This is an optimization exercise on Yosys and OpenROAD, whose aim is small area and a short achievable clock period, not a production implementation. Only the layout flow was run in this run; the RTL was not checked for function there. Power and IR drop assume default switching activity.

==> design/flow/design.v <==
package ws2812b_pkg;
    localparam int COLOR_W = 8;
    localparam int PIXEL_W = 24;
    localparam int CYCLES_SHORT = 4;
    localparam int CYCLES_LONG  = 7;
    localparam int CYCLES_RET   = 500;
    typedef struct packed {
        logic [COLOR_W-1:0] r;
        logic [COLOR_W-1:0] g;
        logic [COLOR_W-1:0] b;
    } rgb_t;
endpackage
import ws2812b_pkg::*;
module ws2812b_pixel_ram
#(
    parameter int LEDCOUNT = 36,
    parameter int ADDR_W   = 6
) (
    input  logic               clk,
    input  logic               i_wr_en,
    input  logic               i_wr_bank,
    input  logic [ADDR_W-1:0]  i_wr_addr,
    input  logic [PIXEL_W-1:0] i_wr_data,
    input  logic               i_rd_bank,
    input  logic [5:0]         i_rd_hi,
    input  logic [5:0]         i_rd_lo,
    output logic [PIXEL_W-1:0] o_rd_data
);
    logic [LEDCOUNT-1:0][PIXEL_W-1:0] r_bank0;
    logic [LEDCOUNT-1:0][PIXEL_W-1:0] r_bank1;
    logic [LEDCOUNT-1:0]              w_we0;
    logic [LEDCOUNT-1:0]              w_we1;
    logic [LEDCOUNT-1:0]              w_sel;
    always_comb begin
        for (int i = 0; i < LEDCOUNT; i++) begin
            w_we0[i] = i_wr_en && !i_wr_bank && (i_wr_addr == ADDR_W'(i));
            w_we1[i] = i_wr_en &&  i_wr_bank && (i_wr_addr == ADDR_W'(i));
            w_sel[i] = i_rd_hi[i / 6] && i_rd_lo[i % 6];
        end
    end
    always_ff @(posedge clk) begin
        for (int i = 0; i < LEDCOUNT; i++) begin
            if (w_we0[i]) r_bank0[i] <= i_wr_data;
            if (w_we1[i]) r_bank1[i] <= i_wr_data;
        end
    end
    always_comb begin
        o_rd_data = '0;
        for (int i = 0; i < LEDCOUNT; i++) begin
            o_rd_data = o_rd_data
                      | ({PIXEL_W{w_sel[i] && !i_rd_bank}} & r_bank0[i])
                      | ({PIXEL_W{w_sel[i] &&  i_rd_bank}} & r_bank1[i]);
        end
    end
endmodule
import ws2812b_pkg::*;
module ws2812b_frame_feeder
#(
    parameter int LEDCOUNT = 36,
    parameter int ADDR_W   = 6,
    parameter int FPS_DIV  = 90000
) (
    input  logic               clk,
    input  logic               resetn,
    input  logic               wr_en,
    input  logic [ADDR_W-1:0]  wr_addr,
    input  logic [PIXEL_W-1:0] wr_data,
    input  logic               commit,
    output logic               bitstream_available,
    output logic [PIXEL_W-1:0] bitstream,
    input  logic               bitstream_read,
    output logic               frame_busy,
    output logic               frame_done,
    output logic               commit_pending,
    output logic               frame_overrun
);
    localparam logic [16:0] TICK_SEED = 17'h1ffff;
    localparam logic [16:0] TICK_PRE  = 17'h1b6e1;
    logic [16:0] r_lfsr;
    logic        r_tick;
    logic        r_busy;
    logic        r_load;
    logic        r_avail;
    logic        r_front;
    logic        r_pending;
    logic        r_done;
    logic        r_overrun;
    logic [5:0]  r_hi;        
    logic [5:0]  r_lo;        
    logic [PIXEL_W-1:0] r_bitstream;
    logic        w_start;
    logic        w_swap;
    logic        w_fetch;
    logic        w_take;
    logic        w_last;
    logic        w_wr_en;
    logic [PIXEL_W-1:0] w_rd_data;
    assign w_start = !r_busy && r_tick;
    assign w_swap  = w_start && (r_pending || commit);
    assign w_fetch = r_busy && !r_load && !r_avail;
    assign w_take  = r_avail && bitstream_read;
    assign w_last  = w_take && r_hi[5] && r_lo[5];
    assign w_wr_en = wr_en && (wr_addr < ADDR_W'(LEDCOUNT));
    always_ff @(posedge clk) begin
        if (!resetn || r_tick) begin
            r_lfsr <= TICK_SEED;
        end else begin
            r_lfsr <= {r_lfsr[15:0], r_lfsr[16] ^ r_lfsr[13]};
        end
    end
    always_ff @(posedge clk) begin
        if (!resetn) begin
            r_tick    <= 1'b0;
            r_busy    <= 1'b0;
            r_load    <= 1'b0;
            r_avail   <= 1'b0;
            r_front   <= 1'b0;
            r_pending <= 1'b0;
            r_done    <= 1'b0;
            r_overrun <= 1'b0;
        end else begin
            r_tick    <= (r_lfsr == TICK_PRE);
            r_load    <= w_fetch;
            r_done    <= w_last;
            r_overrun <= r_tick && r_busy;
            r_pending <= !w_swap && (r_pending || commit);
            if (w_swap) r_front <= !r_front;
            if (w_start)     r_busy <= 1'b1;
            else if (w_last) r_busy <= 1'b0;
            if (r_load)      r_avail <= 1'b1;
            else if (w_take) r_avail <= 1'b0;
        end
    end
    always_ff @(posedge clk) begin
        if (w_start) begin
            r_hi <= 6'b000001;
            r_lo <= 6'b000001;
        end else if (w_take) begin
            r_lo <= {r_lo[4:0], r_lo[5]};
            if (r_lo[5]) r_hi <= {r_hi[4:0], r_hi[5]};
        end
    end
    always_ff @(posedge clk) begin
        r_bitstream <= {w_rd_data[15:8], w_rd_data[23:16], w_rd_data[7:0]};
    end
    ws2812b_pixel_ram #(
        .LEDCOUNT (LEDCOUNT),
        .ADDR_W   (ADDR_W)
    ) u_pixel_ram (
        .clk       (clk),
        .i_wr_en   (w_wr_en),
        .i_wr_bank (!r_front),
        .i_wr_addr (wr_addr),
        .i_wr_data (wr_data),
        .i_rd_bank (r_front),
        .i_rd_hi   (r_hi),
        .i_rd_lo   (r_lo),
        .o_rd_data (w_rd_data)
    );
    assign bitstream_available = r_avail;
    assign bitstream           = r_bitstream;
    assign frame_busy          = r_busy;
    assign frame_done          = r_done;
    assign commit_pending      = r_pending;
    assign frame_overrun       = r_overrun;
endmodule
==> design/flow/run.sh <==
#!/bin/bash
# synth_recipe.tcl (not shown) runs the flow's synth.tcl, then flattens the netlist and writes it again
# the make line also repeats each setting of config.mk as NAME=value (left out here)
make -C /OpenROAD-flow-scripts/flow DESIGN_CONFIG=/design/flow/config.mk WORK_HOME=/design/flow/orfs CLKGATE_MAP_FILE= SYNTH_SCRIPT=/design/flow/synth_recipe.tcl finish
==> design/flow/config.mk <==
export PLATFORM = sky130hd
export DESIGN_NAME = ws2812b_frame_feeder
export DESIGN_NICKNAME = ws2812b_frame_feeder
export VERILOG_FILES = /design/flow/design.v
export SDC_FILE = /design/flow/constraint.sdc
export NUM_CORES = 4
export LEC_CHECK = 0
export CAP_MARGIN = 20
export CORE_MARGIN = 2
export CORE_UTILIZATION = 40
export SLEW_MARGIN = 20
==> design/flow/constraint.sdc <==
create_clock -name core_clock -period 5.0 [get_ports {clk}]
set_input_delay 1.0000 -clock core_clock [delete_from_list [all_inputs] [get_ports {clk}]]
set_output_delay 1.0000 -clock core_clock [all_outputs]
set_load 0.01 [all_outputs]
==> results.py <==
metrics = {
    "status": {
        "status": "complete, no violations",
    },
    "floorplanning": {
        "dieWidth_um": 412,
        "die_h_um": 412,
        "core_um2": 165000,
        "start_util_pct": 40.3,
        "num_io_pins": 64,
        "dieArea_um2": 170000,
        "row_count": 149,
    },
    "pwr": {
        "p_clk_share_pct": 43.7,
        "leakage_nw": 23.6,
        "finalPower_mw": 30.1,
        "swShare_pct": 21.6,
        "power.share.combinational_pct": 1.7,
        "intPower_mw": 23.6,
        "p_seq_share_pct": 54.7,
        "ir_drop_uv": 383,
        "power_density_nw_per_um2": 388,
        "switching_power_mw": 6.52,
    },
    "hold_path": {
        "hold_class": "flip-flop to flip-flop",
    },
    "synth": {
        "ys_warn_count": 2,
        "synth.area.top_cells": "edfxtp_1 (78%), a22oi_1 (4.3%), a22o_1 (3.0%), a221oi_1 (2.1%), dfxtp_1 (1.8%)",
        "yosys.cell_types.count": 59,
        "synth_area_um2": 66500,
        "yosys.area.top_type_share_pct": 78.0,
        "syn_nets": 3824,
        "synth_area_leader_cell": "edfxtp_1",
        "synth_edf_count": 1728,
        "avgSynthCellArea_um2": 17.6,
        "async_reset_ff_share_pct": 0,
        "ys_seq_area_share_pct": 79.8,
        "synth_seq_cells": 1789,
        "synth-main-ff-cell": "edfxtp_1",
        "syn_inst": 3789,
    },
    "setup_path": {
        "cp-end-kind": "flip-flop",
        "path_max_fanout": 25,
        "arrival_ns": 5.10,
        "startpoint_type": "flip-flop",
        "critPathRequiredTime_ns": 5.66,
        "crit_type": "flip-flop to flip-flop",
    },
    "placed_design": {
        "placedCellCount": 6055,
        "portBuffers": 63,
        "place_ws_ns": 0.866,
        "dpl-instance-area_um2": 72000,
        "post-dp-hpwl_um": 214000,
        "gp_congestion": 1.05,
    },
    "timing": {
        "setup_ws_ns": 0.566,
        "final_max_slew_viol_count": 0,
        "relSlewSlack_pct": 5.22,
        "setup_viol": 0,
        "timing.setup.tns_ns": 0,
        "fmax_ghz": 0.226,
        "period_needed_ns": 4.43,
        "rsz0062_at_grt": "false",
        "hold_violations": 0,
        "tightest_slew_ns": 1.41,
        "worst_clock_skew_ns": 0.0516,
        "worst_hold_slack_ns": 0.415,
        "fin_crit_sh_pct": 88.7,
    },
    "clock_tree": {
        "ctsLongestPathBuffers": 3,
        "cts_tree": "done",
        "hold_buffers": 0,
        "cts.sinks": 1789,
        "htreeDepth": 4,
        "cts_resized": 0,
        "clkTransAtPathRegs_ns": 0.06,
        "cts_made_buffers": 182,
        "clock-root-buffer": "clkbuf_16",
        "clock_latency_ns": 0.86,
        "cts_setup_buffers": 0,
    },
    "cells_and_area": {
        "regArea_um2": 53200,
        "instances_no_fill": 6424,
        "syn_to_final_growth_pct": 16.7,
        "nets": 4086,
        "fin_area_um2": 77700,
        "layout-drive-gt1-share_pct": 15.9,
        "finish.utilization_pct": 47.1,
        "multi_input_area_um2": 12800,
        "fill_cells": 13900,
    },
    "global_routing": {
        "grt_overflow_total": 0,
        "antenna_found_initial": 40,
        "grt_max_degree": 73,
        "grt_pass1_vias": 41800,
        "track_usage_pct": 39.2,
        "grt_pass1_wl_um": 430000,
    },
    "run": {
        "maxCapViolCount": 0,
    },
    "detailed_routing": {
        "wl_per_cell_um": 52.8,
        "route.detailed.drc": 0,
        "dr.pass1.iters": 14,
        "final_antenna_net_count": 0,
        "viasPerCell": 7.46,
        "vias": 47900,
        "wirelength_um": 339000,
        "drtIter0Drc": 12400,
    },
}
==> Yosys cell counts, drive strengths merged (2+ instances only) <==
library cell / count
a2111oi: 4
a211oi: 21
a21boi: 3
a21oi: 99
a221o: 5
a221oi: 159
a222oi: 42
a22o: 226
a22oi: 379
a2bb2oi: 2
a31oi: 3
a32o: 3
a32oi: 6
and2: 15
and3: 40
and3b: 29
and4: 3
buf: 93
clkbuf: 185
dfxtp: 61
edfxtp: 1728
inv: 3
mux2: 10
mux2i: 54
nand2: 120
nand2b: 27
nand3: 39
nand3b: 7
nand4: 57
nand4b: 7
nor2: 112
nor2b: 23
nor3: 4
nor4: 15
o2111ai: 7
o211ai: 4
o21ai: 17
o221ai: 2
o22a: 3
o22ai: 88
o2bb2ai: 46
or3b: 4
or4: 23
xnor2: 2
==> power by group through the flow <==
stage	Clock, mW	Combinational (mW)	Sequential [mW]
after floorplan	0	0.0263	16.8
after global placement	0	0.470	16.8
after detailed placement	0	0.476	16.8
after CTS	13.0	0.475	16.5
after global routing	13.6	0.485	16.5
final	13.2	0.503	16.5
==> path summary, 6_finish.rpt <==
path	start	to	slack (ns)	depth (start not counted)
worst min-delay path	r_load	r_load	0.42	1
worst max register to register	r_front	r_bitstream[4]	0.57	8
worst min register to register	r_load	r_load	0.42	1
worst max-delay path	r_front	r_bitstream[4]	0.57	8
==> critical path: stages (launching register included) <==
cell and delay, ns:
dfxtp_4 0.76, buf_12 0.24, buf_12 0.23, nand2b_1 0.23, buf_4 0.36, o22ai_1 0.16
nor4_1 0.87, nand4_1 0.55, or4_1 0.77
==> logic make-up (layout without fill, tap and decap cells) <==
logic type / Yosys count / after routing / synth area share [%]
multiplexers: 64 / 64 / 0.982
AND/OR/NAND/NOR: 529 / 529 / 4.26
flip-flops: 1789 / 1789 / 79.8
XOR/XNOR: 2 / 2 / 0.0263
buffers and inverters: 282 / 693 / 1.78
other: 0 / 35 / 0
AO/OA/AOI/OAI: 1123 / 1123 / 13.1
==> state kept, by name, indices dropped and copies added (netlist names) <==
signal / flops
u_pixel_ram.r_bank0: 864
u_pixel_ram.r_bank1: 864
r_bitstream: 24
r_lfsr: 17
r_hi: 6
r_lo: 6
r_avail: 1
r_busy: 1
r_done: 1
r_front: 1
r_load: 1
r_overrun: 1
r_pending: 1
r_tick: 1
==> layout make-up <==
type | instances | area share [%]
Tap cell | 2189 | 3.53
Inverter | 4 | 0.0193
Clock buffer | 237 | 6.24
Sequential cell | 1789 | 68.5
Timing Repair Buffer | 356 | 4.18
Multi-Input combinational cell | 1718 | 16.5
Antenna cell | 35 | 0.113
Clock inverter | 96 | 0.935
==> layout by cell type, fill, tap and decap left out, types with 10 or more instances in the layout <==
cell type / synthesis / routed
clkinv_1: 1 / 51
nor2_4: 0 / 72
a211oi_1: 21 / 21
nor2b_1: 23 / 14
clkbuf_1: 184 / 51
and2_1: 15 / 13
a22o_1: 226 / 226
nor2_1: 112 / 40
dfxtp_4: 0 / 13
clkbuf_16: 0 / 186
and3b_1: 29 / 29
or4_1: 23 / 23
a222oi_1: 42 / 42
clkinv_2: 0 / 25
buf_4: 14 / 260
buf_12: 0 / 38
mux2i_1: 54 / 53
nand2b_1: 27 / 26
a22oi_1: 379 / 379
diode_2: 0 / 35
o21ai_0: 17 / 16
mux2_2: 10 / 10
clkdlybuf4s50_1: 0 / 39
a21oi_1: 99 / 99
nand4_1: 57 / 57
dfxtp_1: 61 / 48
nor4_1: 15 / 14
nand2_1: 117 / 117
o2bb2ai_1: 46 / 46
buf_2: 42 / 17
nand3_1: 39 / 39
edfxtp_1: 1728 / 1728
a221oi_1: 159 / 159
and3_1: 40 / 39
o22ai_1: 88 / 87
==> layer usage <==
metal / track usage [%] / up-vias / share of wire [%]
met5: 0 / - / 0.065
met4: 24.5 / 26 / 8.0
met3: 20.4 / 1231 / 18
met2: 52.8 / 5753 / 40
met1: 49.3 / 24500 / 34
li1: - / 16500 / -

-- static timing again, ports no longer ideal --
Ports are ideal in the flow. The routed layout listed here was re-timed in OpenROAD. Step 1 (the two cells are an assumption about what drives the block):
set clk [get_ports {clk}]
set_driving_cell -lib_cell sky130_fd_sc_hd__clkbuf_16 $clk
set_driving_cell -lib_cell sky130_fd_sc_hd__buf_2 [delete_from_list [all_inputs] $clk]
Step 2, shift: input delay + t, output delay - t, t = (earliest + latest rising clock arrival at the registers) / 2. This alone moves slack from input paths to output paths. Slacks: ideal / step 1 / step 2; pairs: ideal / step 1.
t (ns): 0.923
setup WS [ns]: 0.566 / 0.566 / 0.566
clock arrival spread, ns: 0.055 / 0.055
cell pins on the clock port's net: 1
After both steps setup and hold are still met in this run. For this run, drivers alone change the setup slack by 0.000 ns; drivers and shift together by 0.000 ns.
